This is an optimization exercise on Yosys and OpenROAD, whose aim is small area, a short achievable clock period and few clock cycles per item, not a production implementation.
Where RTL was checked, it was by simulation tests only, not by an equivalence proof against the original.
Only the layout flow was run in runs 7 and 8; the RTL was not checked for function there.
Power and IR drop assume default switching activity.

===== config.mk =====
export PLATFORM = sky130hd
export DESIGN_NAME = ordered_unique_list_table
export DESIGN_NICKNAME = ordered_unique_list_table
export VERILOG_FILES = /design/flow/design.v
export SDC_FILE = /design/flow/constraint.sdc
export NUM_CORES = 4
export LEC_CHECK = 0
export CAP_MARGIN = 20
export CORE_MARGIN = 2
export CORE_UTILIZATION = 60
export CTS_CLUSTER_DIAMETER = 80
export CTS_CLUSTER_SIZE = 25
export SETUP_SLACK_MARGIN = 2.32
export SLEW_MARGIN = 20

===== constraint.sdc =====
create_clock -name core_clock -period 4.5 [get_ports {clk}]
set_input_delay 0.9000 -clock core_clock [delete_from_list [all_inputs] [get_ports {clk}]]
set_output_delay 0.9000 -clock core_clock [all_outputs]
set_load 0.01 [all_outputs]

===== design.v =====
`timescale 1ns / 1ps
package oult_pkg;
  localparam int ValueW = 32;
  localparam int PosW   = 5;
  localparam int CountW = 5;
  typedef enum logic [1:0] {
    CMD_LOOKUP = 2'd0,
    CMD_INSERT = 2'd1,
    CMD_REMOVE = 2'd2,
    CMD_SPARE  = 2'd3
  } cmd_t;
  typedef enum logic [2:0] {
    STAT_OK       = 3'd0,
    STAT_RANGE    = 3'd1,
    STAT_DUP      = 3'd2,
    STAT_NOTFOUND = 3'd3,
    STAT_FULL     = 3'd4
  } status_t;
endpackage
`timescale 1ns / 1ps
module oult_cell (
  input  logic                          clk,
  input  logic                          load,
  input  logic [oult_pkg::ValueW-1:0]   wr_val,
  input  logic [oult_pkg::ValueW-1:0]   key,
  output logic                          eq
);
  logic [oult_pkg::ValueW-1:0] entry_r;
  always_ff @(posedge clk) begin
    if (load) entry_r <= wr_val;
  end
  assign eq = (entry_r == key);
endmodule
`timescale 1ns / 1ps
module ordered_unique_list_table #(
  parameter int CAPACITY = 16
) (
  input  logic        clk,
  input  logic        rst_n,
  input  logic        in_tvalid,
  output logic        in_tready,
  input  logic [39:0] in_tdata,    
  output logic        out_tvalid,
  input  logic        out_tready,
  output logic [15:0] out_tdata    
);
  localparam int CW   = $clog2(CAPACITY + 1);
  localparam int PW   = oult_pkg::PosW + 1;
  localparam int OUTQ = 3;
  localparam int OW   = $clog2(OUTQ + 1);
  localparam int RW   = 4 + oult_pkg::CountW;    
  logic [CAPACITY-1:0] valid_r;
  logic [CW-1:0]       count_r;
  logic                vld2_r;
  logic                ins2_r;      
  logic                rem2_r;      
  logic                bad2_r;      
  logic                ok2_r;       
  logic [CAPACITY-1:0] hit2_r;
  logic                pres2_r;     
  logic [CAPACITY-1:0] park2_r;     
  logic [CAPACITY-1:0] spare_r;
  logic [OUTQ-1:0]     qv_r;
  logic [RW-1:0]       qd_r [OUTQ];
  logic [OW-1:0]       outst_r;     
  logic                rdy_r;
  logic                        in_acc;
  logic [1:0]                  in_cmd;
  logic [oult_pkg::PosW-1:0]   in_pos;
  logic [oult_pkg::ValueW-1:0] in_val;
  assign in_tready = rdy_r;
  assign in_acc    = in_tvalid && rdy_r;
  assign in_cmd    = in_tdata[1:0];
  assign in_pos    = in_tdata[6:2];
  assign in_val    = in_tdata[38:7];
  logic                present;
  logic                full;
  logic                do_ins;
  logic                do_rem;
  logic [CAPACITY-1:0] ins_k;
  logic [CAPACITY-1:0] rem_k;
  logic [CW-1:0]       count_nxt;
  logic [2:0]          status;
  assign present = pres2_r;
  assign full    = count_r[CW-1];    
  assign do_ins  = vld2_r && ok2_r && !present;
  assign do_rem  = vld2_r && rem2_r && present;
  assign ins_k   = park2_r & {CAPACITY{do_ins}};
  assign rem_k   = hit2_r & {CAPACITY{vld2_r && rem2_r}};
  assign count_nxt = do_ins ? count_r + CW'(1) : do_rem ? count_r - CW'(1) : count_r;
  always_comb begin
    if (ins2_r) begin
      if (bad2_r)       status = oult_pkg::STAT_RANGE;
      else if (present) status = oult_pkg::STAT_DUP;
      else if (full)    status = oult_pkg::STAT_FULL;
      else              status = oult_pkg::STAT_OK;
    end else begin
      status = present ? oult_pkg::STAT_OK : oult_pkg::STAT_NOTFOUND;
    end
  end
  logic [CAPACITY-1:0] valid_nxt;
  assign valid_nxt = (valid_r & ~rem_k) | ins_k;
  logic                no_spare;
  logic                parked2;
  logic [CAPACITY-1:0] park_nxt;
  assign no_spare = ~|spare_r;
  assign parked2  = |park2_r;
  assign park_nxt = spare_r |
                    ({CAPACITY{no_spare}} & (parked2 ? park2_r & {CAPACITY{!do_ins}} : rem_k));
  logic [CAPACITY-1:0] cand;
  logic [CAPACITY-1:0] first_c;
  logic                none_c;
  logic [CAPACITY-1:0] spare_nxt;
  assign cand   = ~valid_r & ~spare_r & ~park2_r;
  assign none_c = ~|cand;
  localparam int NG = CAPACITY / 4;
  logic [NG-1:0] grp_any;
  always_comb begin
    for (int g = 0; g < NG; g++) grp_any[g] = |cand[4*g +: 4];
    for (int k = 0; k < CAPACITY; k++) begin
      logic lower_grp, lower_in;
      lower_grp = 1'b0;
      for (int g = 0; g < NG; g++) if (g < k / 4) lower_grp = lower_grp | grp_any[g];
      lower_in = 1'b0;
      for (int j = 0; j < 4; j++) if (4 * (k / 4) + j < k) lower_in = lower_in | cand[4 * (k / 4) + j];
      first_c[k] = cand[k] && !lower_in && !lower_grp;
    end
  end
  assign spare_nxt = no_spare            ? (parked2 ? rem_k : '0) :
                     !none_c             ? first_c :
                     (parked2 && !do_ins) ? park2_r : rem_k;
  logic [CAPACITY-1:0] eq_k;
  for (genvar k = 0; k < CAPACITY; k++) begin : g_slot
    oult_cell u_cell (
      .clk    (clk),
      .load   (park_nxt[k]),
      .wr_val (in_val),
      .key    (in_val),
      .eq     (eq_k[k])
    );
  end
  logic [CAPACITY-1:0] hit_nxt;
  assign hit_nxt = eq_k & valid_nxt;
  localparam int NC = CAPACITY + 2;    
  logic [NC-1:0] pos_gt;                
  logic [NC-1:0] cnt_is;                
  logic          gt_inc, gt_same, gt_dec;
  logic          bad_nxt, full_nxt;
  always_comb begin
    for (int c = 0; c < NC; c++) begin
      pos_gt[c] = PW'(in_pos) > PW'(c);
      cnt_is[c] = PW'(count_r) == PW'(c);
    end
  end
  assign gt_same = |(pos_gt & cnt_is);
  assign gt_inc  = |(pos_gt & {cnt_is[NC-2:0], 1'b0});    
  assign gt_dec  = |(pos_gt & {1'b0, cnt_is[NC-1:1]});    
  assign bad_nxt  = do_ins ? gt_inc : do_rem ? gt_dec : gt_same;
  assign full_nxt = do_ins ? (count_r == CW'(CAPACITY - 1)) : do_rem ? 1'b0 : full;
  logic          push;
  logic [RW-1:0] res;
  assign push = vld2_r;
  assign res  = {count_nxt[oult_pkg::CountW-1:0], present, status};
  logic [OUTQ-1:0] qv_pop, qv_hold;
  logic [RW-1:0]   qd_pop [OUTQ];
  logic [RW-1:0]   qd_hold [OUTQ];
  always_comb begin
    for (int i = 0; i < OUTQ; i++) begin
      logic above, below, tgt_p, tgt_h;
      above = (i + 1 < OUTQ) ? qv_r[(i + 1) % OUTQ] : 1'b0;
      below = (i == 0) ? 1'b1 : qv_r[(i + OUTQ - 1) % OUTQ];
      tgt_h      = push && !qv_r[i] && below;
      qv_hold[i] = qv_r[i] || tgt_h;
      qd_hold[i] = tgt_h ? res : qd_r[i];
      tgt_p     = push && qv_r[i] && !above;
      qv_pop[i] = above || tgt_p;
      if (tgt_p)          qd_pop[i] = res;
      else if (i + 1 < OUTQ) qd_pop[i] = qd_r[(i + 1) % OUTQ];
      else                qd_pop[i] = qd_r[i];
    end
  end
  logic [OW-1:0] outst_pop, outst_hold;
  assign outst_pop  = in_acc ? outst_r : outst_r - OW'(1);
  assign outst_hold = in_acc ? outst_r + OW'(1) : outst_r;
  logic pop_sel;
  assign pop_sel = out_tready && qv_r[0];
  always_ff @(posedge clk) begin
    if (!rst_n) begin
      valid_r <= '0;
      count_r <= '0;
      spare_r <= CAPACITY'(1);
      vld2_r  <= 1'b0;
      qv_r    <= '0;
      outst_r <= '0;
      rdy_r   <= 1'b1;
    end else begin
      valid_r <= valid_nxt;
      count_r <= count_nxt;
      spare_r <= spare_nxt;
      vld2_r  <= in_acc;
      qv_r    <= pop_sel ? qv_pop : qv_hold;
      outst_r <= pop_sel ? outst_pop : outst_hold;
      rdy_r   <= pop_sel ? (outst_pop < OW'(OUTQ)) : (outst_hold < OW'(OUTQ));
    end
  end
  always_ff @(posedge clk) begin
    ins2_r  <= in_cmd == oult_pkg::CMD_INSERT;
    rem2_r  <= in_cmd == oult_pkg::CMD_REMOVE;
    bad2_r  <= bad_nxt;
    ok2_r   <= in_cmd == oult_pkg::CMD_INSERT && !bad_nxt && !full_nxt;
    hit2_r  <= hit_nxt;
    pres2_r <= |hit_nxt;
    park2_r <= park_nxt;
    for (int i = 0; i < OUTQ; i++) qd_r[i] <= pop_sel ? qd_pop[i] : qd_hold[i];
  end
  assign out_tvalid = qv_r[0];
  assign out_tdata  = {7'd0, qd_r[0]};
endmodule

===== run.sh =====
#!/bin/bash
# synth_recipe.tcl (not shown) runs the flow's synth.tcl, then flattens the netlist and writes it again
# the make line also repeats each setting of config.mk as NAME=value (left out here)
make -C /OpenROAD-flow-scripts/flow DESIGN_CONFIG=/design/flow/config.mk WORK_HOME=/design/flow/orfs CLKGATE_MAP_FILE= SYNTH_SCRIPT=/design/flow/synth_recipe.tcl finish

==> impl_metrics.ini, run 1 <==
[clocking]
insertion_delay_ns = 0.62
cts_tree = built
cts_root_buf = clkbuf_16
numCtsBuffers = 31
cts.clk_slew.worst_paths_ns = 0.10
ctsLongestPathBuffers = 3
cts_max_level = 1
hold_buffers = 0
numClockSinks = 620

[timing]
finalClockSkew_ns = 0.0187
final.setup.tns_ns = 0
slew_violations = 0
rsz0062_at_grt = yes
relSlewSlack_pct = 51.3
setup_viol_count_final = 0
layout_min_cycle_time_ns = 2.26
layout_setup_ws_ns = 2.24
fmax_mhz = 442
min_period_over_period_pct = 50.3
finalHoldViolCount = 0
worstMarginPinSlew_ns = 0.725

[grt]
grt_usage_pct = 29.0
grt_antenna_before_repair = 0
grt_pass1_vias = 15500
grt_max_degree = 45
grt_pass1_wl_um = 99400
overflow = 0

[placement]
gp_congestion = 0.923
pre_cts_ws_ns = 1.14
port_buffers = 53
hpwl_um = 39600

[yosys]
ys_ff_latch = 620
synth.yosys.warnings = 5
yosys.cell_types.count = 69
syn_avg_cell_area_sq_um = 14.3
synth_edf_count = 539
netlist_instances = 1862
synth_flop_cell = edfxtp_1
synth_area_sq_um = 26700
ys_seq_area_share_pct = 66.8
synthArstFlopShare_pct = 0

[detailed_routing]
wire_per_inst_um = 26.5
first_pass_iters = 6
vias = 16200
drt-total-wl_um = 68500
drc = 0
routed_via_density = 6.25
drt_iter0_drc = 1833
ant_nets = 0

[layout]
final_nets = 2020
antennaDiodeCount = 0
final_cell_mix = edfxtp_1, xor2_1, nor4_1
final_common_cell = edfxtp_1
drive_gt1_share_pct = 17.0
area_delta_synth_final_pct = 13.7

[setup_path]
critPathMaxFanout = 33
crit_type = register to register
critPathArrivalTime_ns = 2.53
end_kind = register
start_kind = register
critPathRequiredTime_ns = 4.77

[floorplan]
die_y_um = 215
die_w_um = 215
initial_core_util_pct = 60.6
pin_count = 62
dieArea_sq_um = 46200
design.core.area_sq_um = 44000
num_rows = 77

[status]
outcome = no timing/DRC/antenna violations

[run]
maxCapViolations = 0

[power_and_ir_drop]
leakagePower_uw = 0.0104
power.density_nw_per_um2 = 497
peakVddDrop_v = 0.000363

[min_path]
hold_path.class = register to register
==> layer usage <==
layer / part of all wire, % / vias to the layer above / global-route usage, % / wire length (um)
li1: - / 7106 / - / -
met1: 42 / 8270 / 41.8 / 28800
met2: 49 / 689 / 48.2 / 33300
met3: 7.2 / 92 / 2.99 / 4920
met4: 2.1 / 0 / 6.39 / 1460
met5: 0 / - / 0 / 0
==> synth_stat cells, types with 5 or more instances <==
| master | count | share of area (%) |
|---|---|---|
| a211oi_1 | 6 | 0.17 |
| xor2_1 | 513 | 17 |
| a21oi_1 | 23 | 0.43 |
| and2_1 | 8 | 0.19 |
| dfxtp_1 | 81 | 6.1 |
| ha_1 | 6 | 0.28 |
| inv_1 | 9 | 0.13 |
| nor4_1 | 146 | 3.4 |
| mux2_2 | 18 | 0.76 |
| a31oi_1 | 9 | 0.21 |
| nand4_1 | 40 | 0.94 |
| buf_4 | 7 | 0.20 |
| clkbuf_1 | 25 | 0.35 |
| a21o_1 | 19 | 0.53 |
| nor3_1 | 41 | 0.77 |
| a221oi_1 | 6 | 0.20 |
| a22oi_1 | 17 | 0.48 |
| nand2_1 | 69 | 0.97 |
| buf_2 | 73 | 1.4 |
| edfxtp_1 | 539 | 61 |
| nor2b_1 | 24 | 0.56 |
| nand3_1 | 5 | 0.094 |
| and3_1 | 9 | 0.21 |
| o21ai_0 | 60 | 1.1 |
| nor2_1 | 29 | 0.41 |
==> where the power goes <==
part           switching, uW  leakage [uW]  internal, uW  total [uW]
clock network           1800      0.000486          1460        3270
logic                   2280       0.00433          1190        3470
registers                598       0.00561          7750        8340
==> cell type report <==
cell class	instances	area, sq um
Timing Repair Buffer	156	1490
Inverter	9	37.5
Tap cell	592	741
Multi-Input combinational cell	1152	9240
Sequential cell	620	17800
Fill cell	3073	13700
Clock buffer	44	848
Clock inverter	13	153
==> stage by stage <==
| stage | std cells | utilization [%] | area, sq um | hold WS, ns | power, uW |
|---|---|---|---|---|---|
| global route | 2586 | 68.9 | 30300 | 0.518 | 15700 |
| detailed placement | 2471 | 63.4 | 27900 | 0.477 | 11100 |
| CTS | 2565 | 67.7 | 29800 | 0.490 | 14900 |
| global placement | 2471 | 63.4 | 27900 | 0.467 | 11000 |
| floorplan | 1868 | - | 26800 | 0.406 | 10200 |
| finish | 2586 | 68.9 | 30300 | 0.491 | 15100 |
==> worst paths after layout <==
| kind | start | to | cells after the start | slack [ns] |
|---|---|---|---|---|
| worst max-delay path | spare_r[8] | g_slot[12].u_cell.entry_r[24] | 4 | 2.24 |
| worst min register to register | hit2_r[12] | spare_r[12] | 2 | 0.49 |
| worst max register to register | spare_r[8] | g_slot[12].u_cell.entry_r[24] | 4 | 2.24 |
| worst min-delay path | hit2_r[12] | spare_r[12] | 2 | 0.49 |
==> state kept, by name (all words and copies together), names as in the netlist, 2 cells and up <==
signal	cells
outst_r	2
hit2_r	16
valid_r	16
count_r	5
qd_r	27
g_slot.u_cell.entry_r	512
spare_r	16
qv_r	3
park2_r	16
==> repair_timing <==
item | in CTS | in global routing
gates resized for setup | 194 | 75
gates cloned | 15 | 8
buffers inserted | 22 | 13
endpoints found under the setup margin | 597 | 523
pin swaps | 22 | 15
==> worst max-delay path, stage by stage, from the launching register on <==
cell and delay (ns):
dfxtp_1 0.43, nor4_2 0.41, and4_4 0.31, buf_4 0.31
a21o_4 0.44
==> kinds of logic (layout without fill, tap and decap cells) <==
family / after synthesis / in the layout / share of synthesized area [%]
buf+inv: 119 / 222 / 2.20
compound gates: 180 / 202 / 4.40
flops: 620 / 620 / 66.8
other cells: 1 / 7 / 0.0141
xor+xnor: 517 / 517 / 17.0
mux: 20 / 20 / 0.835
fa+ha+maj: 7 / 7 / 0.319
simple gates: 398 / 399 / 8.50
Testbench counts, summed over its fixed seeds: cycles 12,016, items 12,000.
==> inputs of run 2 (changes only) <==
--- a/design.v
+++ b/design.v
@@ -60,6 +60,8 @@
   logic                pres2_r;     
   logic [CAPACITY-1:0] park2_r;     
   logic [CAPACITY-1:0] spare_r;
+  logic                no_spare_r;   
+  logic                parked2_r;    
   logic [OUTQ-1:0]     qv_r;
   logic [RW-1:0]       qd_r [OUTQ];
   logic [OW-1:0]       outst_r;     
@@ -103,8 +105,8 @@
   logic                no_spare;
   logic                parked2;
   logic [CAPACITY-1:0] park_nxt;
-  assign no_spare = ~|spare_r;
-  assign parked2  = |park2_r;
+  assign no_spare = no_spare_r;
+  assign parked2  = parked2_r;
   assign park_nxt = spare_r |
                     ({CAPACITY{no_spare}} & (parked2 ? park2_r & {CAPACITY{!do_ins}} : rem_k));
   logic [CAPACITY-1:0] cand;
@@ -129,6 +131,13 @@
   assign spare_nxt = no_spare            ? (parked2 ? rem_k : '0) :
                      !none_c             ? first_c :
                      (parked2 && !do_ins) ? park2_r : rem_k;
+  logic rem_any;
+  logic no_spare_nxt;
+  logic parked_nxt;
+  assign rem_any      = vld2_r && rem2_r && present;
+  assign no_spare_nxt = no_spare ? !(parked2 && rem_any) :
+                        none_c && !(parked2 && !do_ins) && !rem_any;
+  assign parked_nxt   = !no_spare || (parked2 ? !do_ins : rem_any);
   logic [CAPACITY-1:0] eq_k;
   for (genvar k = 0; k < CAPACITY; k++) begin : g_slot
     oult_cell u_cell (
@@ -189,6 +198,8 @@
       valid_r <= '0;
       count_r <= '0;
       spare_r <= CAPACITY'(1);
+      no_spare_r <= 1'b0;
+      parked2_r  <= 1'b0;
       vld2_r  <= 1'b0;
       qv_r    <= '0;
       outst_r <= '0;
@@ -197,6 +208,8 @@
       valid_r <= valid_nxt;
       count_r <= count_nxt;
       spare_r <= spare_nxt;
+      no_spare_r <= no_spare_nxt;
+      parked2_r  <= parked_nxt;
       vld2_r  <= in_acc;
       qv_r    <= pop_sel ? qv_pop : qv_hold;
       outst_r <= pop_sel ? outst_pop : outst_hold;
--- a/config.mk
+++ b/config.mk
@@ -10,5 +10,5 @@
 export CORE_UTILIZATION = 60
 export CTS_CLUSTER_DIAMETER = 80
 export CTS_CLUSTER_SIZE = 25
-export SETUP_SLACK_MARGIN = 2.32
+export SETUP_SLACK_MARGIN = 2.2
 export SLEW_MARGIN = 20
==> run 2 against run 1 <==
Synthesized cell count up 0.48%. Still clean on timing, DRC and antenna. Sequential share of layout area up 1.3 points. Critical path depth up 3. Count of clock-buffer cells in the layout up 1. Non-clock buffer count unchanged. Wire length down 6.7%. Critical path type is now input port to register. Die area up 0.41%. Clock skew up 0.00054 ns. Power down 29%. Hold slack worse by 0.025 ns. Flip-flop and latch count up 2.
==> impl_metrics.ini, run 2 <==
[yosys]
synth_area_sq_um = 26800
synth.yosys.warnings = 5
synth_edf_count = 539
ys_seq_area_share_pct = 66.6
synth_commonest_cells = edfxtp_1, xor2_1, nor4_1
synth.area.top_cells = edfxtp_1, xor2_1, dfxtp_1
synth_flop_cell = edfxtp_1
synthMostInstantiatedCell = edfxtp_1
synthArstFlopShare_pct = 0
netlist_instances = 1871
yosysTopAreaCellShare_pct = 60.4
yosys.cell_types.count = 70
synth_area_leader_cell = edfxtp_1
syn_avg_cell_area_sq_um = 14.3
ys_ff_latch = 622

[power_and_ir_drop]
intPower_uw = 8270
swShare_pct = 23.1
power_frac_clock_pct = 32.6
p_total_uw = 10800
p_sw_uw = 2490
pwr-share-seq_pct = 59.6
power.density_nw_per_um2 = 362
p_comb_share_pct = 7.8
peakVddDrop_v = 0.000334
leakagePower_uw = 0.0103

[layout]
antennaDiodeCount = 0
ff_latch_area_sq_um = 17900
top_register = g_slot.u_cell.entry_r
fill_cells = 3219
largest_reg_flops = 512
final_cell_mix = edfxtp_1, xor2_1, nor4_1
drive_gt1_share_pct = 13.7
final_nets = 2012
area_delta_synth_final_pct = 10.9
final_common_cell = edfxtp_1
multi_input_area_sq_um = 8630
finish.utilization_pct = 67.3
top_regs = g_slot.u_cell.entry_r: 512 flops, qd_r: 27 flops

[timing]
relSlewSlack_pct = 50.0
final.setup.tns_ns = 0
finalHoldViolCount = 0
setup_viol_count_final = 0
finalClockSkew_ns = 0.0193
worstMarginPinSlew_ns = 0.739
fmax_mhz = 441
layout_min_cycle_time_ns = 2.27
hold_ws_ns = 0.466
slew_violations = 0
min_period_over_period_pct = 50.4
rsz0062_at_grt = yes

[placement]
hpwl_um = 40300
port_buffers = 53
gp_congestion = 0.908

[grt]
grt_usage_pct = 27.8
grt_max_degree = 34
grt_pass1_vias = 15100
grt_antenna_before_repair = 1
overflow = 0
grt_pass1_wl_um = 95500

[detailed_routing]
ant_nets = 0
drt_iter0_drc = 1606
vias = 15500
wire_per_inst_um = 24.8
drt-total-wl_um = 63900
drc = 0
routed_via_density = 6.01
first_pass_iters = 5

[clocking]
cts_max_level = 2
insertion_delay_ns = 0.57
ctsLongestPathBuffers = 3
numCtsBuffers = 34
cts_tree = built
cts.clk_slew.worst_paths_ns = 0.10
hold_buffers = 0
numClockSinks = 622
cts_root_buf = clkbuf_16

[status]
outcome = no timing/DRC/antenna violations

[setup_path]
critPathArrivalTime_ns = 2.75
critPathRequiredTime_ns = 4.98
end_kind = register
start_kind = input port
critPathMaxFanout = 16
crit_type = input port to register

[floorplan]
num_rows = 77
initial_core_util_pct = 60.7
dieArea_sq_um = 46300
design.core.area_sq_um = 44100
die_y_um = 215
die_w_um = 215
pin_count = 62

[run]
maxCapViolations = 0

[min_path]
hold_path.class = register to register
[run 2: cell types whose count changed in the layout (fill, tap and decap cells not counted), moves of 8 or more]
cell	delta
nand3_1	+32
a21o_4	-28
nand2_1	-22
buf_4	+19
nor2b_1	-16
nor2_1	+15
dlygate4sd2_1	+11
a21oi_1	+10
a21o_1	+9
buf_12	-9
clkdlybuf4s15_1	-8
nor3_1	-8
nor4_2	-8
or3_1	+8
[run 2: metal layers]
layer | up-vias | wire (um) | track usage, % | share of wire, %
met5 | - | 0 | 0 | 0
met4 | 0 | 1870 | 7.77 | 2.9
met3 | 97 | 3880 | 4.54 | 6.1
met2 | 490 | 29800 | 44.0 | 47
met1 | 7861 | 28300 | 40.3 | 44
li1 | 7060 | - | - | -
[run 2: layout make-up]
cell class,count,area share (%)
multi-input cells,1136,29.1
well taps,592,2.49
inverters,12,0.152
flip-flops and latches,622,60.1
repair buffers,156,4.47
clock inverters,16,0.636
clock buffers,45,3.07
[run 2: logic make-up after synthesis]
family | share of synthesized area (%)
flops | 66.6
buf+inv | 2.20
simple gates | 8.81
compound gates | 4.20
other cells | 0.0140
mux | 0.831
xor+xnor | 16.9
fa+ha+maj | 0.360
[run 2: power by group through the flow]
stage	Clock (uW)	Sequential (uW)	Combinational (uW)
after global placement	0	6550	801
after detailed placement	0	6550	810
final	3510	6420	835
after CTS	3570	6420	832
after floorplan	0	6550	460
after global routing	3750	6430	901
[run 2: critical path, cell delays in order]
cell	delay [ns]
clkdlybuf4s15_2	0.33
or4_4	0.62
a221oi_2	0.26
o21ai_1	0.10
a31oi_1	0.17
nand4_1	0.13
a31oi_1	0.24
[run 2: stage by stage]
stage / instances / area, sq um / setup slack (ns)
CTS: 2575 / 29600 / 2.20
global placement: 2506 / 28100 / 1.01
global route: 2579 / 29700 / 2.18
floorplan: 1877 / 26800 / 2.14
finish: 2579 / 29700 / 2.23
detailed placement: 2506 / 28100 / 1.05
[run 2: worst paths after layout]
| path | startpoint | to | slack, ns | cells past startpoint |
|---|---|---|---|---|
| setup reg to reg | pres2_r | bad2_r | 2.24 | 6 |
| setup / recovery | in_tdata[3] | ok2_r | 2.23 | 7 |
| hold reg to reg | hit2_r[15] | spare_r[15] | 0.47 | 2 |
| hold / removal | hit2_r[15] | spare_r[15] | 0.47 | 2 |
[run 2: repair_timing]
action,4_1_cts,5_1_grt
pin swaps,8,1
resized for setup,101,30
setup endpoints to repair,595,19
cloned,2,0
setup buffers,6,4
Testbench counts of run 2, summed over its fixed seeds: cycles 12,016, items 12,000.
==> inputs of run 3 (changes only) <==
--- a/config.mk
+++ b/config.mk
@@ -10,5 +10,5 @@
 export CORE_UTILIZATION = 60
 export CTS_CLUSTER_DIAMETER = 80
 export CTS_CLUSTER_SIZE = 25
-export SETUP_SLACK_MARGIN = 2.2
+export SETUP_SLACK_MARGIN = 2.32
 export SLEW_MARGIN = 20
==> run 3 against run 2 <==
Setup slack improved by 0.082 ns. Critical path type unchanged. Hold slack improved by 0.0093 ns. Utilization rose by 2.5 points.
==> impl_metrics.ini, run 3 <==
[status]
outcome = no timing/DRC/antenna violations

[setup_path]
critPathRequiredTime_ns = 4.98
start_kind = input port
crit_type = input port to register
reg2reg_from = count_r[1]
worst-r2r-setup-slack_ns = 2.34
end_kind = register
startpoint = in_tdata[18]
critPathMaxFanout = 10
critPathArrivalTime_ns = 2.67

[layout]
finish.utilization_pct = 69.9
finalNonFillerCells = 2611
area_delta_synth_final_pct = 15.1
ff_latch_area_sq_um = 17900
antennaDiodeCount = 0
final_cell_mix = edfxtp_1, xor2_1, nor4_1
drive_gt1_share_pct = 17.8
final_nets = 2043
fill_cells = 3084
final_common_cell = edfxtp_1
multi_input_area_sq_um = 9140
largest_reg_flops = 512
top_regs = g_slot.u_cell.entry_r: 512 flops, qd_r: 27 flops
top_register = g_slot.u_cell.entry_r

[timing]
layout_min_cycle_time_ns = 2.19
layout_setup_ws_ns = 2.31
finalHoldViolCount = 0
relSlewSlack_pct = 48.1
final.setup.tns_ns = 0
fmax_mhz = 457
hold_ws_ns = 0.475
min_period_over_period_pct = 48.6
slew_violations = 0
finalClockSkew_ns = 0.0188
rsz0062_at_grt = yes
setup_viol_count_final = 0
worstMarginPinSlew_ns = 0.779

[clocking]
cts_root_buf = clkbuf_16
hold_buffers = 0
cts_max_level = 2
cts.clk_slew.worst_paths_ns = 0.09
ctsLongestPathBuffers = 3
numClockSinks = 622
cts_tree = built
numCtsBuffers = 34
insertion_delay_ns = 0.58

[yosys]
netlist_instances = 1871
synth.area.top_cells = edfxtp_1, xor2_1, dfxtp_1
synth_area_sq_um = 26800
ys_ff_latch = 622
ys_seq_area_share_pct = 66.6
synth.yosys.warnings = 5
synth_flop_cell = edfxtp_1
synthArstFlopShare_pct = 0
yosysTopAreaCellShare_pct = 60.4
syn_avg_cell_area_sq_um = 14.3
synth_edf_count = 539
synth_commonest_cells = edfxtp_1, xor2_1, nor4_1
yosys.cell_types.count = 70
synthMostInstantiatedCell = edfxtp_1
synth_area_leader_cell = edfxtp_1

[detailed_routing]
ant_nets = 0
drc = 0
routed_via_density = 6.17
drt-total-wl_um = 69400
drt_iter0_drc = 1745
vias = 16100
first_pass_iters = 8
wire_per_inst_um = 26.6

[power_and_ir_drop]
pwr-share-seq_pct = 58.8
p_sw_uw = 2530
power_frac_clock_pct = 32.8
leakagePower_uw = 0.0107
peakVddDrop_v = 0.000451
swShare_pct = 23.2
intPower_uw = 8390
power.density_nw_per_um2 = 354
p_comb_share_pct = 8.5

[placement]
gp_congestion = 0.861
dp_cells = 2494
port_buffers = 53
hpwl_um = 40500
pre_cts_ws_ns = 1.03

[floorplan]
pin_count = 62
num_rows = 77
die_w_um = 215
dieArea_sq_um = 46300
design.core.area_sq_um = 44100
initial_core_util_pct = 60.7
die_y_um = 215

[grt]
grt_usage_pct = 28.8
grt_max_degree = 42
grt_antenna_before_repair = 2
grt_pass1_vias = 15300
grt_pass1_wl_um = 98100
overflow = 0

[min_path]
hold_path.class = register to register
hp-start = hit2_r[15]

[run]
maxCapViolations = 0
-- run 3: cell count changes in the layout (fill, tap and decap cells not counted), moves of 7 or more --
cell / delta
a21o_4: +17
o21ai_0: -7
buf_12: +16
nor4_2: +19
a21o_1: -9
buf_4: -14
a22oi_1: -8
buf_8: +14
a22oi_2: +8
nor4_1: -19
buf_6: +7
-- run 3: final timing paths --
path	to	cells after the start
min reg2reg	spare_r[15]	2
min	spare_r[15]	2
max	pres2_r	8
max reg2reg	bad2_r	7
-- run 3: routing by layer --
metal	vias to the layer above	routed length, um	global-route usage, %	share of wire (%)
met5	-	0	0	0
met4	0	1920	9.84	2.8
met3	107	5510	4.85	7.9
met2	623	32600	45.1	47
met1	8224	29400	41.2	42
li1	7143	-	-	-
-- run 3: area by class of cell --
class / instances / area share, %
clock buffers: 48 / 3.14
clock inverters: 14 / 0.572
inverters: 12 / 0.158
multi-input cells: 1147 / 29.6
flip-flops and latches: 622 / 58.0
well taps: 592 / 2.40
repair buffers: 176 / 6.10
-- run 3: power by group through the flow --
stage	sequential, uW	clock, uW	combinational (uW)
finish	6420	3580	924
global placement	6550	0	801
floorplan	6550	0	466
detailed placement	6550	0	814
CTS	6420	3630	851
global route	6430	3810	990
-- run 3: logic make-up (layout without fill, tap and decap cells) --
kind of cell	after synthesis	in the layout	share of synthesized area, %
DFF	622	622	66.6
xor gates and xnor gates	518	518	16.9
and+or+nand+nor	412	412	8.81
AOI/OAI and AO/OA	170	182	4.20
buffers and inverters	120	250	2.20
muxes	20	20	0.831
adders and majority gates	8	8	0.360
other	1	7	0.0140
-- run 3: what timing repair did --
item                                    4_1_cts  5_1_grt
endpoints found under the setup margin      597      470
pin swaps                                    18       37
setup buffers                                10       29
gates resized for setup                     167      127
cloned                                        7        9
-- run 3: worst max-delay path, cell delays in order --
cell and delay [ns]:
buf_6 0.15, buf_12 0.16, xor2_1 0.17, nor4_2 0.34, nand4_1 0.30, nor3_2 0.33
nor4_1 0.10, nand4_1 0.19
-- run 3: metrics by stage --
stage,instance area (sq um),power [uW]
global route,30800,11200
global placement,28100,7350
finish,30800,10900
CTS,30000,10900
detailed placement,28100,7370
floorplan,26900,7010
==> inputs of run 4 (changes only) <==
--- a/config.mk
+++ b/config.mk
@@ -10,5 +10,5 @@
 export CORE_UTILIZATION = 60
 export CTS_CLUSTER_DIAMETER = 80
 export CTS_CLUSTER_SIZE = 25
-export SETUP_SLACK_MARGIN = 2.32
+export SETUP_SLACK_MARGIN = 2.42
 export SLEW_MARGIN = 20
==> run 4 against run 3 <==
Cell count up 0.15%. Sequential share of layout area is 0.34 points higher. Highest routed layer unchanged. Register-to-register slack got worse by 0.14 ns. Utilization shrank 0.39 points. Die area unchanged. Maximum frequency shrank 5.7%. Design area is 0.56% lower. Power shrank 0.63%. Area after synthesis stayed put. Still clean.
==> impl_metrics.ini, run 4 <==
[clocking]
hold_buffers = 0
cts_max_level = 2
ctsLongestPathBuffers = 3
numClockSinks = 622
cts_root_buf = clkbuf_16
insertion_delay_ns = 0.58
cts.clk_slew.worst_paths_ns = 0.09
cts_tree = built
numCtsBuffers = 35

[power_and_ir_drop]
power.density_nw_per_um2 = 354
peakVddDrop_v = 0.000431
intPower_uw = 8310
power_frac_clock_pct = 32.7
leakagePower_uw = 0.0106
pwr-share-seq_pct = 59.2
swShare_pct = 23.4
p_comb_share_pct = 8.1
p_sw_uw = 2540

[setup_path]
critPathMaxStageDelay_ns = 0.42
crit_type = input port to register
worst_path_max_delay_cell = nor4_2
path_common_cell = nand4_1
crit_path_cell_trace = buf_4 > buf_6 > xor2_1 > nor4_1 > nand4_1 > nor3_2 > nor4_2 > nand4_1
rr_worst_depth = 7
start_kind = input port
critPathMaxFanout = 15
end_kind = register
critPathRequiredTime_ns = 4.85
critPathArrivalTime_ns = 2.67

[timing]
fmax_mhz = 431
layout_min_cycle_time_ns = 2.32
layout_setup_ws_ns = 2.18
rsz0062_at_grt = yes
min_period_over_period_pct = 51.5
final.setup.tns_ns = 0
hold_ws_ns = 0.483
worstMarginPinSlew_ns = 0.982
relSlewSlack_pct = 33.6
finalClockSkew_ns = 0.0383
finalHoldViolCount = 0
setup_viol_count_final = 0
slew_violations = 0

[yosys]
synthArstFlopShare_pct = 0
synth_commonest_cells = edfxtp_1, xor2_1, nor4_1
netlist_instances = 1871
synth_flop_cell = edfxtp_1
synthMostInstantiatedCell = edfxtp_1
synth_edf_count = 539
ys_ff_latch = 622
yosys.cell_types.count = 70
synth.yosys.warnings = 5
ys_seq_area_share_pct = 66.6
synth_area_sq_um = 26800
synth.area.top_cells = edfxtp_1, xor2_1, dfxtp_1
synth_area_leader_cell = edfxtp_1
yosysTopAreaCellShare_pct = 60.4
syn_avg_cell_area_sq_um = 14.3

[layout]
top_regs = g_slot.u_cell.entry_r: 512 flops, qd_r: 27 flops
largest_reg_flops = 512
final_cell_mix = edfxtp_1, xor2_1, nor4_1
antennaDiodeCount = 0
drive_gt1_share_pct = 19.1
top_register = g_slot.u_cell.entry_r
final_nets = 2051
area_delta_synth_final_pct = 14.5
final_common_cell = edfxtp_1

[grt]
grt_max_degree = 41
grt_pass1_vias = 15500
overflow = 0
grt_pass1_wl_um = 97200
grt_antenna_before_repair = 0
grt_usage_pct = 28.3

[detailed_routing]
ant_nets = 0
first_pass_iters = 5
drc = 0
routed_via_density = 6.20
drt-total-wl_um = 69400
drt_iter0_drc = 1740
wire_per_inst_um = 26.5
vias = 16200

[floorplan]
die_w_um = 215
pin_count = 62
die_y_um = 215
dieArea_sq_um = 46300
num_rows = 77
initial_core_util_pct = 60.7
design.core.area_sq_um = 44100

[status]
outcome = no timing/DRC/antenna violations

[min_path]
holdPathStages = 2
hold_path.class = register to register

[placement]
port_buffers = 53
hpwl_um = 41200
gp_congestion = 0.848
pre_cts_ws_ns = 1.06

[run]
maxCapViolations = 0
run 4: cell counts after synthesis:
No cell type changed its count.
run 4: through the flow:
stage | total power [uW] | std cells | cell area (sq um) | utilization (%)
2_1_floorplan | 7050 | 1877 | 27300 | -
3_3_place_gp | 7350 | 2496 | 28200 | 63.9
3_5_place_dp | 7360 | 2496 | 28200 | 63.9
4_1_cts | 10800 | 2577 | 29800 | 67.6
5_1_grt | 11100 | 2615 | 30700 | 69.5
6_report | 10800 | 2615 | 30700 | 69.5
run 4: area by class of cell:
class,instances,area (sq um)
inverter,12,51.3
clock buffer,38,908
tap,592,741
clock inverter,21,219
fill,3087,13500
timing repair buffer,160,1440
multi-input combinational,1169,9420
timing repair inverter,1,7.51
sequential,622,17900
run 4: final timing paths:
check | start | end | slack (ns)
worst min-delay path | hit2_r[15] | spare_r[15] | 0.48
worst min register to register | hit2_r[15] | spare_r[15] | 0.48
worst max register to register | vld2_r | pres2_r | 2.20
worst max-delay path | in_tdata[30] | pres2_r | 2.18
run 4: cells by family after synthesis:
kind of cell / Yosys count / share of synthesized area, %
and+or+nand+nor: 412 / 8.81
adders and majority gates: 8 / 0.360
buffers and inverters: 120 / 2.20
DFF: 622 / 66.6
xor gates and xnor gates: 518 / 16.9
other: 1 / 0.0140
AOI/OAI and AO/OA: 170 / 4.20
muxes: 20 / 0.831
run 4: layer usage:
layer,global-route usage [%],routed length [um]
met4,10.6,2570
met1,38.6,28900
met3,3.27,3940
met2,47.3,33900
met5,0,0
run 4: worst max-delay path, delay by kind of cell:
kind / cells / cell delay [ns]
and+or+nand+nor: 5 / 0.99
xor gates and xnor gates: 1 / 0.20
buffers and inverters: 2 / 0.56
run 4: what timing repair did:
action	4_1_cts	5_1_grt
setup endpoints to repair	615	571
gates cloned	9	26
pin swaps	18	28
buffers inserted	13	12
resized for setup	172	126
run 4: power groups by stage:
stage	clock network [uW]	logic [uW]	registers, uW
final	3550	876	6420
after global routing	3780	936	6430
after CTS	3590	836	6420
after detailed placement	0	809	6550
after global placement	0	799	6550
after floorplan	0	502	6550
==> inputs of run 5 (changes only) <==
--- a/config.mk
+++ b/config.mk
@@ -7,8 +7,8 @@
 export LEC_CHECK = 0
 export CAP_MARGIN = 20
 export CORE_MARGIN = 2
-export CORE_UTILIZATION = 60
+export CORE_UTILIZATION = 70
 export CTS_CLUSTER_DIAMETER = 80
 export CTS_CLUSTER_SIZE = 25
-export SETUP_SLACK_MARGIN = 2.42
+export SETUP_SLACK_MARGIN = 2.2
 export SLEW_MARGIN = 20
==> run 5 against run 4 <==
Setup slack improved by 0.068 ns. Wire length decreased by 9.4%. Still clean on timing, DRC and antenna. Maximum frequency increased by 3.0%. Critical path depth unchanged. Register-to-register slack improved by 0.06 ns. Count of clock-buffer cells in the layout increased by 11. Hold slack improved by 0.0038 ns. Utilization increased by 8.1 points. Clock skew decreased by 0.010 ns. Design area decreased by 4.7%. Global-route usage increased by 3.7 points. Area after synthesis unchanged. Largest cell class unchanged.
==> impl_metrics.ini, run 5 <==
[layout]
finalNonFillerCells = 2469
final_common_cell = edfxtp_1
final_nets = 1983
top_register = g_slot.u_cell.entry_r
area_delta_synth_final_pct = 9.11
final_cell_area_sq_um = 29200
drive_gt1_share_pct = 11.5
largest_reg_flops = 512
top_regs = g_slot.u_cell.entry_r: 512 flops, qd_r: 27 flops
final_cell_mix = edfxtp_1, xor2_1, nor4_1
antennaDiodeCount = 0

[floorplan]
num_rows = 71
dieArea_sq_um = 39800
die_y_um = 200
initial_core_util_pct = 71.1
die_w_um = 200
design.core.area_sq_um = 37700
pin_count = 62

[power_and_ir_drop]
p_sw_uw = 2400
leakagePower_uw = 0.0100
p_comb_share_pct = 7.8
peakVddDrop_v = 0.000416
intPower_uw = 8010
p_total_uw = 10400
power.density_nw_per_um2 = 356
swShare_pct = 23.1
pwr-share-seq_pct = 61.6
power_frac_clock_pct = 30.5

[run]
maxCapViolations = 0

[setup_path]
end_kind = register
path_delay_family = simple AND/OR/NAND/NOR gates
crit_type = input port to register
critPathMaxFanout = 13
start_kind = input port
worst_path_max_delay_cell = dlygate4sd2_1
critPathArrivalTime_ns = 2.76
crit_path_cell_trace = dlygate4sd2_1 > buf_4 > or2_2 > a21oi_1 > o31ai_1 > a2111oi_0 > nand4_1 > and3_1
critPathRequiredTime_ns = 5.01
crit_buf_inv = 2
critPathMaxStageDelay_ns = 0.40

[yosys]
synth_flop_cell = edfxtp_1
synth.area.top_cells = edfxtp_1, xor2_1, dfxtp_1
synth.yosys.warnings = 5
synthMostInstantiatedCell = edfxtp_1
syn_avg_cell_area_sq_um = 14.3
synth_edf_count = 539
synth_area_leader_cell = edfxtp_1
synthArstFlopShare_pct = 0
ys_ff_latch = 622
ys_seq_area_share_pct = 66.6
netlist_instances = 1871
synth_area_sq_um = 26800
yosysTopAreaCellShare_pct = 60.4
synth_commonest_cells = edfxtp_1, xor2_1, nor4_1
yosys.cell_types.count = 70

[clocking]
ctsLongestPathBuffers = 3
cts_max_level = 1
cts_tree = built
cts.clk_slew.worst_paths_ns = 0.09
numClockSinks = 622
insertion_delay_ns = 0.64
numCtsBuffers = 31
cts_root_buf = clkbuf_16

[detailed_routing]
routed_via_density = 6.39
drc = 0
ant_nets = 0
drt-total-wl_um = 62800
drt_iter0_drc = 1609
first_pass_iters = 5
wire_per_inst_um = 25.5
vias = 15800

[timing]
final.setup.tns_ns = 0
finalHoldViolCount = 0
setup_viol_count_final = 0
min_period_over_period_pct = 50.0
rsz0062_at_grt = yes
fmax_mhz = 444
relSlewSlack_pct = 49.1
layout_min_cycle_time_ns = 2.25
finalClockSkew_ns = 0.0283
hold_ws_ns = 0.487
slew_violations = 0
worstMarginPinSlew_ns = 0.761

[grt]
overflow = 0
grt_usage_pct = 32.1
grt_pass1_wl_um = 93300
grt_max_degree = 42
grt_antenna_before_repair = 0
grt_pass1_vias = 15300

[placement]
dp_cells = 2407
gp_congestion = 0.869
hpwl_um = 39200
port_buffers = 53
placed_area_sq_um = 27900

[min_path]
hold_path.class = register to register

[status]
outcome = no timing/DRC/antenna violations
run 5: worst min-delay path, cell delays in order (launching register included):
cell	delay (ns)
dfxtp_1	0.33
nand3_1	0.07
a21boi_1	0.05
run 5: power by group through the flow:
stage / logic, uW / registers [uW] / clock network, uW
global placement: 768 / 6550 / 0
floorplan: 460 / 6550 / 0
finish: 813 / 6420 / 3180
CTS: 803 / 6420 / 3210
global route: 873 / 6430 / 3380
detailed placement: 790 / 6550 / 0
run 5: cell type report:
| cell class | count | area [sq um] |
|---|---|---|
| inverter | 12 | 45.0 |
| clock buffer | 49 | 866 |
| sequential | 622 | 17900 |
| clock inverter | 9 | 97.6 |
| tap | 511 | 639 |
| multi-input combinational | 1137 | 8590 |
| fill | 2286 | 8440 |
| timing repair buffer | 129 | 1130 |
run 5: what timing repair did:
item / CTS / global route
setup endpoints to repair: 511 / 225
endpoints found under the hold margin: 0 / 0
resized for setup: 76 / 34
hold buffers: 0 / 0
gates cloned: 1 / 1
buffers inserted: 2 / 0
pin swaps: 0 / 0
run 5: final timing paths:
check	start	end	slack, ns	cells after the start
max	in_tdata[6]	bad2_r	2.25	8
min	hit2_r[15]	spare_r[15]	0.49	2
max reg2reg	vld2_r	g_slot[15].u_cell.entry_r[7]	2.26	5
min reg2reg	hit2_r[15]	spare_r[15]	0.49	2
run 5: cell families (layout without fill, tap and decap cells):
group / count (synthesis) / count (layout) / share of synthesized area, %
AOI/OAI and AO/OA: 170 / 172 / 4.20
other: 1 / 7 / 0.0140
xor gates and xnor gates: 518 / 518 / 16.9
and+or+nand+nor: 412 / 412 / 8.81
muxes: 20 / 20 / 0.831
adders and majority gates: 8 / 8 / 0.360
buffers and inverters: 120 / 199 / 2.20
DFF: 622 / 622 / 66.6
run 5: per-stage QoR:
step           utilization [%]  setup WS [ns]
3_3_place_gp              74.1           1.08
2_1_floorplan                -           2.14
4_1_cts                   77.2           2.20
3_5_place_dp              74.1           1.16
6_report                  77.6           2.25
5_1_grt                   77.6           2.18
run 5: per-layer routing:
layer  global-route usage (%)  vias to the layer above  wire (um)
li1                         -                     7005          -
met1                     45.6                     7985      25800
met2                     53.0                      698      30700
met3                     3.56                       92       4520
met4                     9.38                        0       1850
met5                        0                        -          0
==> inputs of run 6 (changes only) <==
--- a/config.mk
+++ b/config.mk
@@ -10,5 +10,5 @@
 export CORE_UTILIZATION = 70
 export CTS_CLUSTER_DIAMETER = 80
 export CTS_CLUSTER_SIZE = 25
-export SETUP_SLACK_MARGIN = 2.2
+export SETUP_SLACK_MARGIN = 2.32
 export SLEW_MARGIN = 20
==> run 6 against run 5 <==
Still clean. Count of clock-buffer cells in the layout is 1 lower. Combinational power grew 4.8%. Clock skew decreased by 0.0084 ns. Register-to-register slack better by 0.07 ns. Setup slack gained 0.048 ns. First-iteration DRC count up 27%. Sequential power about the same. Area after synthesis unchanged. Design area rose by 2.2%. Global-route usage is 0.65 points lower. Sequential share of layout area shrank 1.3 points. Critical endpoint is now pres2_r.
==> impl_metrics.ini, run 6 <==
[status]
outcome = no timing/DRC/antenna violations

[setup_path]
endpoint = pres2_r
reg2reg_from = pres2_r
crit_type = input port to register
end_kind = register
cp.depth = 8
worst-r2r-setup-slack_ns = 2.33
critPathArrivalTime_ns = 2.74
r2r_end = bad2_r
start_kind = input port
critPathMaxStageDelay_ns = 0.34
rr_worst_depth = 7
crit_path_cell_trace = buf_2 > buf_12 > xor2_1 > nor4_2 > nand4_1 > nor3_4 > nor4_4 > nand4_1
crit_buf_inv = 2
critPathRequiredTime_ns = 5.04
worst_path_max_delay_cell = nor3_4
critPathMaxFanout = 22
path_delay_family = simple AND/OR/NAND/NOR gates
startpoint = in_tdata[31]
path_common_cell = nand4_1

[layout]
final_cell_area_sq_um = 29900
final_common_cell = edfxtp_1
final_nets = 2002
largest_reg_flops = 512
top_register = g_slot.u_cell.entry_r
antennaDiodeCount = 0
final_cell_mix = edfxtp_1, xor2_1, nor4_1
area_delta_synth_final_pct = 11.5
top_regs = g_slot.u_cell.entry_r: 512 flops, qd_r: 27 flops
drive_gt1_share_pct = 15.0
finish.utilization_pct = 79.3
fill_cells = 2138

[grt]
met2_usage_pct = 51.5
grt_usage_pct = 31.4
grt_pass1_vias = 15000
top_usage_layer = met2
grt_antenna_before_repair = 0
use_met3_pct = 3.12
gr-usage-met1_pct = 45.8
grt_pass1_wl_um = 91700
overflow = 0
grt_max_degree = 42

[timing]
fmax_mhz = 454
rsz0062_at_grt = yes
finalClockSkew_ns = 0.0199
final.setup.tns_ns = 0
relSlewSlack_pct = 40.8
setup_viol_count_final = 0
layout_min_cycle_time_ns = 2.20
slew_violations = 0
layout_setup_ws_ns = 2.30
min_period_over_period_pct = 48.9
worstMarginPinSlew_ns = 0.887
finalHoldViolCount = 0

[yosys]
netlist_instances = 1871
synthArstFlopShare_pct = 0
synth_edf_count = 539
synth_area_leader_cell = edfxtp_1
ys_ff_latch = 622
syn_avg_cell_area_sq_um = 14.3
yosysTopAreaCellShare_pct = 60.4
synth_commonest_cells = edfxtp_1, xor2_1, nor4_1
synthMostInstantiatedCell = edfxtp_1
yosys.cell_types.count = 70
synth_area_sq_um = 26800
ys_seq_area_share_pct = 66.6
synth.yosys.warnings = 5
synth.area.top_cells = edfxtp_1, xor2_1, dfxtp_1
synth_flop_cell = edfxtp_1

[detailed_routing]
routed_via_density = 6.46
drc = 0
drt-total-wl_um = 64000
wire_per_inst_um = 25.7
drt_iter0_drc = 2050
vias = 16100
first_pass_iters = 6
ant_nets = 0

[floorplan]
design.core.area_sq_um = 37700
initial_core_util_pct = 71.1
pin_count = 62
die_y_um = 200
dieArea_sq_um = 39800
num_rows = 71
die_w_um = 200

[placement]
hpwl_um = 37000
placed_area_sq_um = 27900
pre_cts_ws_ns = 1.14
port_buffers = 53
gp_congestion = 0.894

[clocking]
ctsLongestPathBuffers = 3
numClockSinks = 622
hold_buffers = 0
cts_root_buf = clkbuf_16
insertion_delay_ns = 0.61
cts_max_level = 1
cts_tree = built
cts.clk_slew.worst_paths_ns = 0.10
numCtsBuffers = 30

[min_path]
hold_path.class = register to register

[power_and_ir_drop]
intPower_uw = 8030
power.density_nw_per_um2 = 348
swShare_pct = 22.7
peakVddDrop_v = 0.000415
p_sw_uw = 2360
leakagePower_uw = 0.0103
p_comb_share_pct = 8.2
power_frac_clock_pct = 30.0
pwr-share-seq_pct = 61.8

[run]
maxCapViolations = 0
## run 6: cell counts after synthesis
Identical to the previous run, type by type.
## run 6: final cells by class
class | instances | area (sq um) | share of cell area, %
inverter | 12 | 48.8 | 0.163
clock buffer | 48 | 840 | 2.81
timing repair buffer | 140 | 1320 | 4.43
tap | 511 | 639 | 2.14
clock inverter | 8 | 93.8 | 0.314
multi-input combinational | 1146 | 9050 | 30.3
sequential | 622 | 17900 | 59.8
## run 6: what timing repair did
item / 4_1_cts / 5_1_grt
gates resized for setup: 132 / 103
gates cloned: 3 / 10
pin swaps: 5 / 25
setup buffers: 12 / 4
setup endpoints to repair: 595 / 273
## run 6: cell families (layout without fill, tap and decap cells)
| group | after synthesis | after routing | synth area share, % |
|---|---|---|---|
| buffers and inverters | 120 | 208 | 2.20 |
| AO/OA/AOI/OAI | 170 | 180 | 4.20 |
| AND/OR/NAND/NOR | 412 | 413 | 8.81 |
| flip-flops | 622 | 622 | 66.6 |
| multiplexers | 20 | 20 | 0.831 |
| adder cells (fa/ha/maj) | 8 | 8 | 0.360 |
| XOR/XNOR | 518 | 518 | 16.9 |
| other | 1 | 7 | 0.0140 |
## run 6: layer usage
layer	up-vias	wire length, um
li1	7054	-
met1	8073	26600
met2	838	30600
met3	111	5160
met4	0	1700
met5	-	0
## run 6: power by group through the flow
| stage | registers, uW | clock network [uW] | logic, uW |
|---|---|---|---|
| 2_1_floorplan | 6550 | 0 | 466 |
| 3_3_place_gp | 6550 | 0 | 766 |
| 3_5_place_dp | 6550 | 0 | 786 |
| 4_1_cts | 6420 | 3130 | 811 |
| 5_1_grt | 6430 | 3320 | 908 |
| 6_report | 6420 | 3120 | 852 |
## run 6: worst min-delay path by stage
| stage | slack, ns | depth (start not counted) | end | startpoint |
|---|---|---|---|---|
| 6_report | 0.47 | 2 | spare_r[15] | hit2_r[15] |
| 3_3_place_gp | 0.45 | 2 | spare_r[15] | hit2_r[15] |
| 3_5_place_dp | 0.46 | 2 | spare_r[15] | hit2_r[15] |
| 5_1_grt | 0.50 | 2 | spare_r[15] | hit2_r[15] |
| 2_1_floorplan | 0.40 | 0 | qd_r[2][3] | pres2_r |
| 4_1_cts | 0.47 | 2 | spare_r[15] | hit2_r[15] |
## run 6: through the flow
stage / power, uW / std cells / hold slack [ns]
detailed placement: 7340 / 2402 / 0.463
global route: 10700 / 2487 / 0.499
CTS: 10400 / 2473 / 0.471
global placement: 7310 / 2402 / 0.455
floorplan: 7010 / 1877 / 0.403
finish: 10400 / 2487 / 0.473
## run 6: tightest hold or removal path, stage by stage (launching register included)
cell and delay, ns:
dfxtp_1 0.32, nand3_1 0.06, a21boi_1 0.05
==> inputs of run 7 (changes only) <==
--- a/design.v
+++ b/design.v
@@ -53,10 +53,10 @@
   logic [CW-1:0]       count_r;
   logic                vld2_r;
   logic                ins2_r;      
-  logic                rem2_r;      
   logic                bad2_r;      
-  logic                ok2_r;       
-  logic [CAPACITY-1:0] hit2_r;
+  logic [CAPACITY-1:0] hit2_r;      
+  logic                okv2_r;      
+  logic                remv2_r;     
   logic                pres2_r;     
   logic [CAPACITY-1:0] park2_r;     
   logic [CAPACITY-1:0] spare_r;
@@ -85,10 +85,10 @@
   logic [2:0]          status;
   assign present = pres2_r;
   assign full    = count_r[CW-1];    
-  assign do_ins  = vld2_r && ok2_r && !present;
-  assign do_rem  = vld2_r && rem2_r && present;
+  assign do_ins  = okv2_r && !present;
+  assign do_rem  = remv2_r && present;
   assign ins_k   = park2_r & {CAPACITY{do_ins}};
-  assign rem_k   = hit2_r & {CAPACITY{vld2_r && rem2_r}};
+  assign rem_k   = hit2_r;
   assign count_nxt = do_ins ? count_r + CW'(1) : do_rem ? count_r - CW'(1) : count_r;
   always_comb begin
     if (ins2_r) begin
@@ -134,7 +134,7 @@
   logic rem_any;
   logic no_spare_nxt;
   logic parked_nxt;
-  assign rem_any      = vld2_r && rem2_r && present;
+  assign rem_any      = do_rem;
   assign no_spare_nxt = no_spare ? !(parked2 && rem_any) :
                         none_c && !(parked2 && !do_ins) && !rem_any;
   assign parked_nxt   = !no_spare || (parked2 ? !do_ins : rem_any);
@@ -201,6 +201,8 @@
       no_spare_r <= 1'b0;
       parked2_r  <= 1'b0;
       vld2_r  <= 1'b0;
+      okv2_r  <= 1'b0;
+      remv2_r <= 1'b0;
       qv_r    <= '0;
       outst_r <= '0;
       rdy_r   <= 1'b1;
@@ -211,6 +213,8 @@
       no_spare_r <= no_spare_nxt;
       parked2_r  <= parked_nxt;
       vld2_r  <= in_acc;
+      okv2_r  <= in_acc && in_cmd == oult_pkg::CMD_INSERT && !bad_nxt && !full_nxt;
+      remv2_r <= in_acc && in_cmd == oult_pkg::CMD_REMOVE;
       qv_r    <= pop_sel ? qv_pop : qv_hold;
       outst_r <= pop_sel ? outst_pop : outst_hold;
       rdy_r   <= pop_sel ? (outst_pop < OW'(OUTQ)) : (outst_hold < OW'(OUTQ));
@@ -218,10 +222,8 @@
   end
   always_ff @(posedge clk) begin
     ins2_r  <= in_cmd == oult_pkg::CMD_INSERT;
-    rem2_r  <= in_cmd == oult_pkg::CMD_REMOVE;
     bad2_r  <= bad_nxt;
-    ok2_r   <= in_cmd == oult_pkg::CMD_INSERT && !bad_nxt && !full_nxt;
-    hit2_r  <= hit_nxt;
+    hit2_r  <= hit_nxt & {CAPACITY{rst_n && in_acc && in_cmd == oult_pkg::CMD_REMOVE}};
     pres2_r <= |hit_nxt;
     park2_r <= park_nxt;
     for (int i = 0; i < OUTQ; i++) qd_r[i] <= pop_sel ? qd_pop[i] : qd_hold[i];
--- a/config.mk
+++ b/config.mk
@@ -10,5 +10,5 @@
 export CORE_UTILIZATION = 70
 export CTS_CLUSTER_DIAMETER = 80
 export CTS_CLUSTER_SIZE = 25
-export SETUP_SLACK_MARGIN = 2.32
+export SETUP_SLACK_MARGIN = 2.2
 export SLEW_MARGIN = 20
==> run 7 against run 6 <==
Die area is 0.32% lower. Power down 0.16%. Area after synthesis is 0.33% lower. Cell count is 0.12% higher. Maximum frequency decreased by 9.2%. Setup slack lost 0.22 ns. Design area is 0.69% lower. Flip-flop and latch count did not move. First-iteration DRC count fell by 27%. Register-to-register slack worse by 0.26 ns. Wire length decreased by 4.6%. Critical endpoint is now spare_r[7].
==> impl_metrics.ini, run 7 <==
[placement]
placed_area_sq_um = 28000
pre_cts_ws_ns = 1.11
port_buffers = 53
gp_congestion = 0.908
hpwl_um = 38300

[yosys]
synth_flop_cell = edfxtp_1
synthMostInstantiatedCell = edfxtp_1
netlist_instances = 1863
synth.yosys.warnings = 5
synth_area_sq_um = 26700
synthArstFlopShare_pct = 0
ys_seq_area_share_pct = 66.9
synth_edf_count = 539
ys_ff_latch = 622
yosysTopAreaCellShare_pct = 60.6
synth_commonest_cells = edfxtp_1, xnor2_1, nand4_1
syn_avg_cell_area_sq_um = 14.3
synth_area_leader_cell = edfxtp_1
synth.area.top_cells = edfxtp_1, xnor2_1, dfxtp_1
yosys.cell_types.count = 68

[clocking]
cts_tree = built
numCtsBuffers = 30
cts_max_level = 1
cts_root_buf = clkbuf_16
ctsLongestPathBuffers = 3
numClockSinks = 622
insertion_delay_ns = 0.61
cts.clk_slew.worst_paths_ns = 0.10

[timing]
rsz0062_at_grt = yes
hold_ws_ns = 0.470
finalClockSkew_ns = 0.0173
setup_viol_count_final = 0
final.setup.tns_ns = 0
finalHoldViolCount = 0
relSlewSlack_pct = 27.3
layout_min_cycle_time_ns = 2.43
worstMarginPinSlew_ns = 1.09
layout_setup_ws_ns = 2.07
slew_violations = 0
fmax_mhz = 412
min_period_over_period_pct = 53.9

[power_and_ir_drop]
pwr-share-seq_pct = 61.8
p_sw_uw = 2330
p_total_uw = 10400
leakagePower_uw = 0.00928
intPower_uw = 8050
peakVddDrop_v = 0.000362
power.density_nw_per_um2 = 350
p_comb_share_pct = 8.5
power_frac_clock_pct = 29.7
swShare_pct = 22.4

[min_path]
hp-start = hit2_r[12]
hold_path.class = register to register

[layout]
ff_latch_area_sq_um = 17900
fill_cells = 2115
final_cell_area_sq_um = 29700
antennaDiodeCount = 0
top_regs = g_slot.u_cell.entry_r: 512 flops, qd_r: 27 flops
final_common_cell = edfxtp_1
area_delta_synth_final_pct = 11.1
final_cell_mix = edfxtp_1, xnor2_1, nand4_1
final_nets = 2005
largest_reg_flops = 512
top_register = g_slot.u_cell.entry_r
drive_gt1_share_pct = 14.7
multi_input_area_sq_um = 8660

[detailed_routing]
wire_per_inst_um = 24.5
first_pass_iters = 5
drc = 0
drt-total-wl_um = 61000
vias = 15500
ant_nets = 0
routed_via_density = 6.21
drt_iter0_drc = 1500

[setup_path]
crit_type = register to register
crit_path_cell_trace = nor3_4 > nor4_4 > nand4b_4 > or4_4 > or3_4 > a21o_1 > a221oi_2
critPathRequiredTime_ns = 5.01
reg2reg_from = park2_r[4]
end_kind = register
startpoint = park2_r[4]
critPathArrivalTime_ns = 2.94
start_kind = register
critPathMaxStageDelay_ns = 0.53
worst_path_max_delay_cell = or4_4
critPathMaxFanout = 5

[grt]
grt_pass1_vias = 15200
use_met3_pct = 4.22
top_usage_layer = met2
met2_usage_pct = 51.0
grt_pass1_wl_um = 91400
gr-usage-met1_pct = 44.0
overflow = 0
grt_antenna_before_repair = 0
grt_usage_pct = 31.5
grt_max_degree = 52

[status]
outcome = no timing/DRC/antenna violations

[floorplan]
die_w_um = 199
design.core.area_sq_um = 37600
initial_core_util_pct = 71.0
dieArea_sq_um = 39700
num_rows = 71
die_y_um = 199
pin_count = 62

[run]
maxCapViolations = 0
## run 7: changes by cell type after synthesis, sizes merged, moves of 18 or more
cell / delta
nand3: -25
a22oi: -18
xor2: -449
nor4: -101
nand4: +91
buf: -45
clkbuf: +45
xnor2: +448
## run 7: stage by stage
stage,std cells,utilization (%)
final,2490,78.9
after detailed placement,2417,74.6
after floorplan,1869,-
after CTS,2483,78.1
after global routing,2490,78.9
after global placement,2417,74.6
## run 7: power groups by stage
stage,Clock (uW),Combinational [uW],Sequential (uW)
6_report,3080,887,6410
4_1_cts,3110,865,6410
5_1_grt,3290,954,6420
3_3_place_gp,0,821,6540
2_1_floorplan,0,522,6540
3_5_place_dp,0,844,6550
## run 7: final cells by class
type                            instances  share of cell area (%)
Sequential cell                       622                    60.3
Tap cell                              511                    2.16
Inverter                               27                   0.342
Timing Repair Buffer                  161                    4.85
Clock inverter                          7                   0.215
Clock buffer                           49                    2.91
Multi-Input combinational cell       1113                    29.2
## run 7: logic make-up (layout without fill, tap and decap cells)
| group | after synthesis | count (layout) | share of synthesized area [%] |
|---|---|---|---|
| DFF | 622 | 622 | 66.9 |
| xor gates and xnor gates | 517 | 517 | 17.0 |
| and+or+nand+nor | 383 | 384 | 8.04 |
| AOI/OAI and AO/OA | 176 | 176 | 4.73 |
| buffers and inverters | 135 | 244 | 2.17 |
| muxes | 19 | 19 | 0.797 |
| adders and majority gates | 10 | 10 | 0.431 |
| other | 1 | 7 | 0.0140 |
## run 7: critical path: cells and delay by family (launching register included)
kind	cells	cell delay, ns
DFF	1	0.38
and+or+nand+nor	5	1.51
AOI/OAI and AO/OA	2	0.42
## run 7: timing repair
item,CTS,global route
pin swaps,15,12
hold buffers,0,0
setup endpoints to repair,594,307
gates cloned,1,0
setup buffers,9,7
gates resized for setup,120,74
## run 7: path summary, 6_finish.rpt
| kind | endpoint | slack (ns) | cells after the start |
|---|---|---|---|
| setup / recovery | spare_r[7] | 2.07 | 7 |
| hold / removal | spare_r[12] | 0.47 | 2 |
| setup reg to reg | spare_r[7] | 2.07 | 7 |
| hold reg to reg | spare_r[12] | 0.47 | 2 |
## run 7: layer usage
layer  wire, um  vias up
met5          0        -
li1           -     6980
met2      28900      631
met4       2640        0
met1      24900     7728
met3       4560      134
==> inputs of run 8 (changes only) <==
--- a/config.mk
+++ b/config.mk
@@ -5,6 +5,7 @@
 export SDC_FILE = /design/flow/constraint.sdc
 export NUM_CORES = 4
 export LEC_CHECK = 0
+export ABC_CLOCK_PERIOD_IN_PS = 1500
 export CAP_MARGIN = 20
 export CORE_MARGIN = 2
 export CORE_UTILIZATION = 70
==> run 8 against run 7 <==
Critical endpoint unchanged. Critical path type unchanged. Setup slack unchanged. Hold slack unchanged. Sequential share of layout area did not move. Critical path depth unchanged. Still clean on timing, DRC and antenna. Combinational power barely moved. Clock power hardly changed.
==> impl_metrics.ini, run 8 <==
[status]
outcome = no timing/DRC/antenna violations

[timing]
slew_violations = 0
min_period_over_period_pct = 53.9
layout_setup_ws_ns = 2.07
worstMarginPinSlew_ns = 1.09
final.setup.tns_ns = 0
layout_min_cycle_time_ns = 2.43
finalClockSkew_ns = 0.0173
setup_viol_count_final = 0
finalHoldViolCount = 0
relSlewSlack_pct = 27.3
fmax_mhz = 412
rsz0062_at_grt = yes

[floorplan]
die_y_um = 199
initial_core_util_pct = 71.0
pin_count = 62
design.core.area_sq_um = 37600
num_rows = 71
die_w_um = 199
dieArea_sq_um = 39700

[setup_path]
critPathRequiredTime_ns = 5.01
reg2reg_from = park2_r[4]
start_kind = register
worst-r2r-setup-slack_ns = 2.07
end_kind = register
crit_type = register to register
startpoint = park2_r[4]
critPathMaxFanout = 5
critPathArrivalTime_ns = 2.94

[run]
maxCapViolations = 0

[detailed_routing]
drc = 0
drt_iter0_drc = 1500
vias = 15500
routed_via_density = 6.21
first_pass_iters = 5
wire_per_inst_um = 24.5
ant_nets = 0
drt-total-wl_um = 61000

[placement]
gp_congestion = 0.908
hpwl_um = 38300
port_buffers = 53
pre_cts_ws_ns = 1.11

[yosys]
synth_area_leader_cell = edfxtp_1
ys_ff_latch = 622
synthArstFlopShare_pct = 0
synth.yosys.warnings = 5
synth.area.top_cells = edfxtp_1, xnor2_1, dfxtp_1
synthMostInstantiatedCell = edfxtp_1
synth_flop_cell = edfxtp_1
synth_edf_count = 539
syn_avg_cell_area_sq_um = 14.3
synth_commonest_cells = edfxtp_1, xnor2_1, nand4_1
netlist_instances = 1863
ys_seq_area_share_pct = 66.9
yosys.cell_types.count = 68
yosysTopAreaCellShare_pct = 60.6
synth_area_sq_um = 26700

[layout]
fill_cells = 2115
multi_input_area_sq_um = 8660
area_delta_synth_final_pct = 11.1
drive_gt1_share_pct = 14.7
final_nets = 2005
ff_latch_area_sq_um = 17900
largest_reg_flops = 512
final_cell_mix = edfxtp_1, xnor2_1, nand4_1
top_regs = g_slot.u_cell.entry_r: 512 flops, qd_r: 27 flops
final_common_cell = edfxtp_1
top_register = g_slot.u_cell.entry_r
antennaDiodeCount = 0

[clocking]
cts.clk_slew.worst_paths_ns = 0.10
cts_root_buf = clkbuf_16
cts_max_level = 1
ctsLongestPathBuffers = 3
numClockSinks = 622
numCtsBuffers = 30
cts_tree = built
insertion_delay_ns = 0.61

[grt]
overflow = 0
grt_max_degree = 52
grt_antenna_before_repair = 0
grt_pass1_wl_um = 91400
grt_usage_pct = 31.5
grt_pass1_vias = 15200

[min_path]
hp-start = hit2_r[12]
hold_path.class = register to register

[power_and_ir_drop]
leakagePower_uw = 0.00928
peakVddDrop_v = 0.000362
power.density_nw_per_um2 = 350
[run 8: cell counts after synthesis]
Identical to the previous run, type by type.
[run 8: worst paths after layout]
kind,end,depth (start not counted)
setup / recovery,spare_r[7],7
hold / removal,spare_r[12],2
setup reg to reg,spare_r[7],7
hold reg to reg,spare_r[12],2
[run 8: worst max-delay path, cell delays in order (launching register included)]
cell      delay (ns)
dfxtp_2         0.38
nor3_4          0.06
nor4_4          0.38
nand4b_4        0.14
or4_4           0.53
or3_4           0.40
a21o_1          0.18
a221oi_2        0.24
[run 8: what timing repair did]
action / 4_1_cts / 5_1_grt
gates resized for setup: 120 / 74
hold buffers: 0 / 0
endpoints found under the hold margin: 0 / 0
cloned: 1 / 0
buffers inserted: 9 / 7
pin swaps: 15 / 12
setup endpoints to repair: 594 / 307
[run 8: cells by family after synthesis]
logic type / synth area share [%]
other: 0.0140
AND/OR/NAND/NOR: 8.04
AO/OA/AOI/OAI: 4.73
XOR/XNOR: 17.0
adder cells (fa/ha/maj): 0.431
buffers and inverters: 2.17
multiplexers: 0.797
flip-flops: 66.9
[run 8: layout make-up]
class,instances,share of cell area [%]
flip-flops and latches,622,60.3
multi-input cells,1113,29.2
repair buffers,161,4.85
clock buffers,49,2.91
well taps,511,2.16
inverters,27,0.342
clock inverters,7,0.215
[run 8: report_power, final]
part	internal, uW	switching, uW
registers	6370	44.6
logic	343	544
clock network	1340	1740
[run 8: layer usage]
layer / vias to the layer above / track usage (%) / wire, um
li1: 6980 / - / -
met1: 7728 / 44.0 / 24900
met3: 134 / 4.22 / 4560
met5: - / 0 / 0
met2: 631 / 51.0 / 28900
met4: 0 / 12.2 / 2640
[run 8: stage by stage]
| step | instances | instance area (sq um) | hold WS [ns] | util, % | total power (uW) |
|---|---|---|---|---|---|
| 5_1_grt | 2490 | 29700 | 0.506 | 78.9 | 10700 |
| 6_report | 2490 | 29700 | 0.470 | 78.9 | 10400 |
| 4_1_cts | 2483 | 29400 | 0.476 | 78.1 | 10400 |
| 3_3_place_gp | 2417 | 28000 | 0.449 | 74.6 | 7360 |
| 3_5_place_dp | 2417 | 28000 | 0.461 | 74.6 | 7390 |
| 2_1_floorplan | 1869 | 26900 | 0.442 | - | 7060 |

## port drivers added, routing unchanged
The results above use ideal ports. As a check the final layouts listed here were re-extracted and re-timed, cells and wires unchanged. Step 1, drivers: a clkbuf_16 drives clk and a buf_2 each remaining input, both assumed. Step 2 times the ports against the registers' clock, not the clock port: input delays grow and output delays shrink by t, the midpoint of the rising clock arrivals with the driver on. Three values: no drivers, after step 1, after step 2; two values: the first two.
run | t, ns | slack for setup (ns)
run 1 | 0.667 | 2.237 / 2.237 / 1.668
run 2 | 0.618 | 2.232 / 2.244 / 1.642
run 3 | 0.636 | 2.314 / 2.303 / 1.705
run 4 | 0.623 | 2.182 / 2.201 / 1.587
run 5 | 0.676 | 2.249 / 2.253 / 1.608
run 6 | 0.657 | 2.297 / 2.312 / 1.655
run 7 | 0.659 | 2.075 / 2.075 / 1.582
run 8 | 0.659 | 2.075 / 2.075 / 1.582
After both steps setup and hold are still met in every run listed.
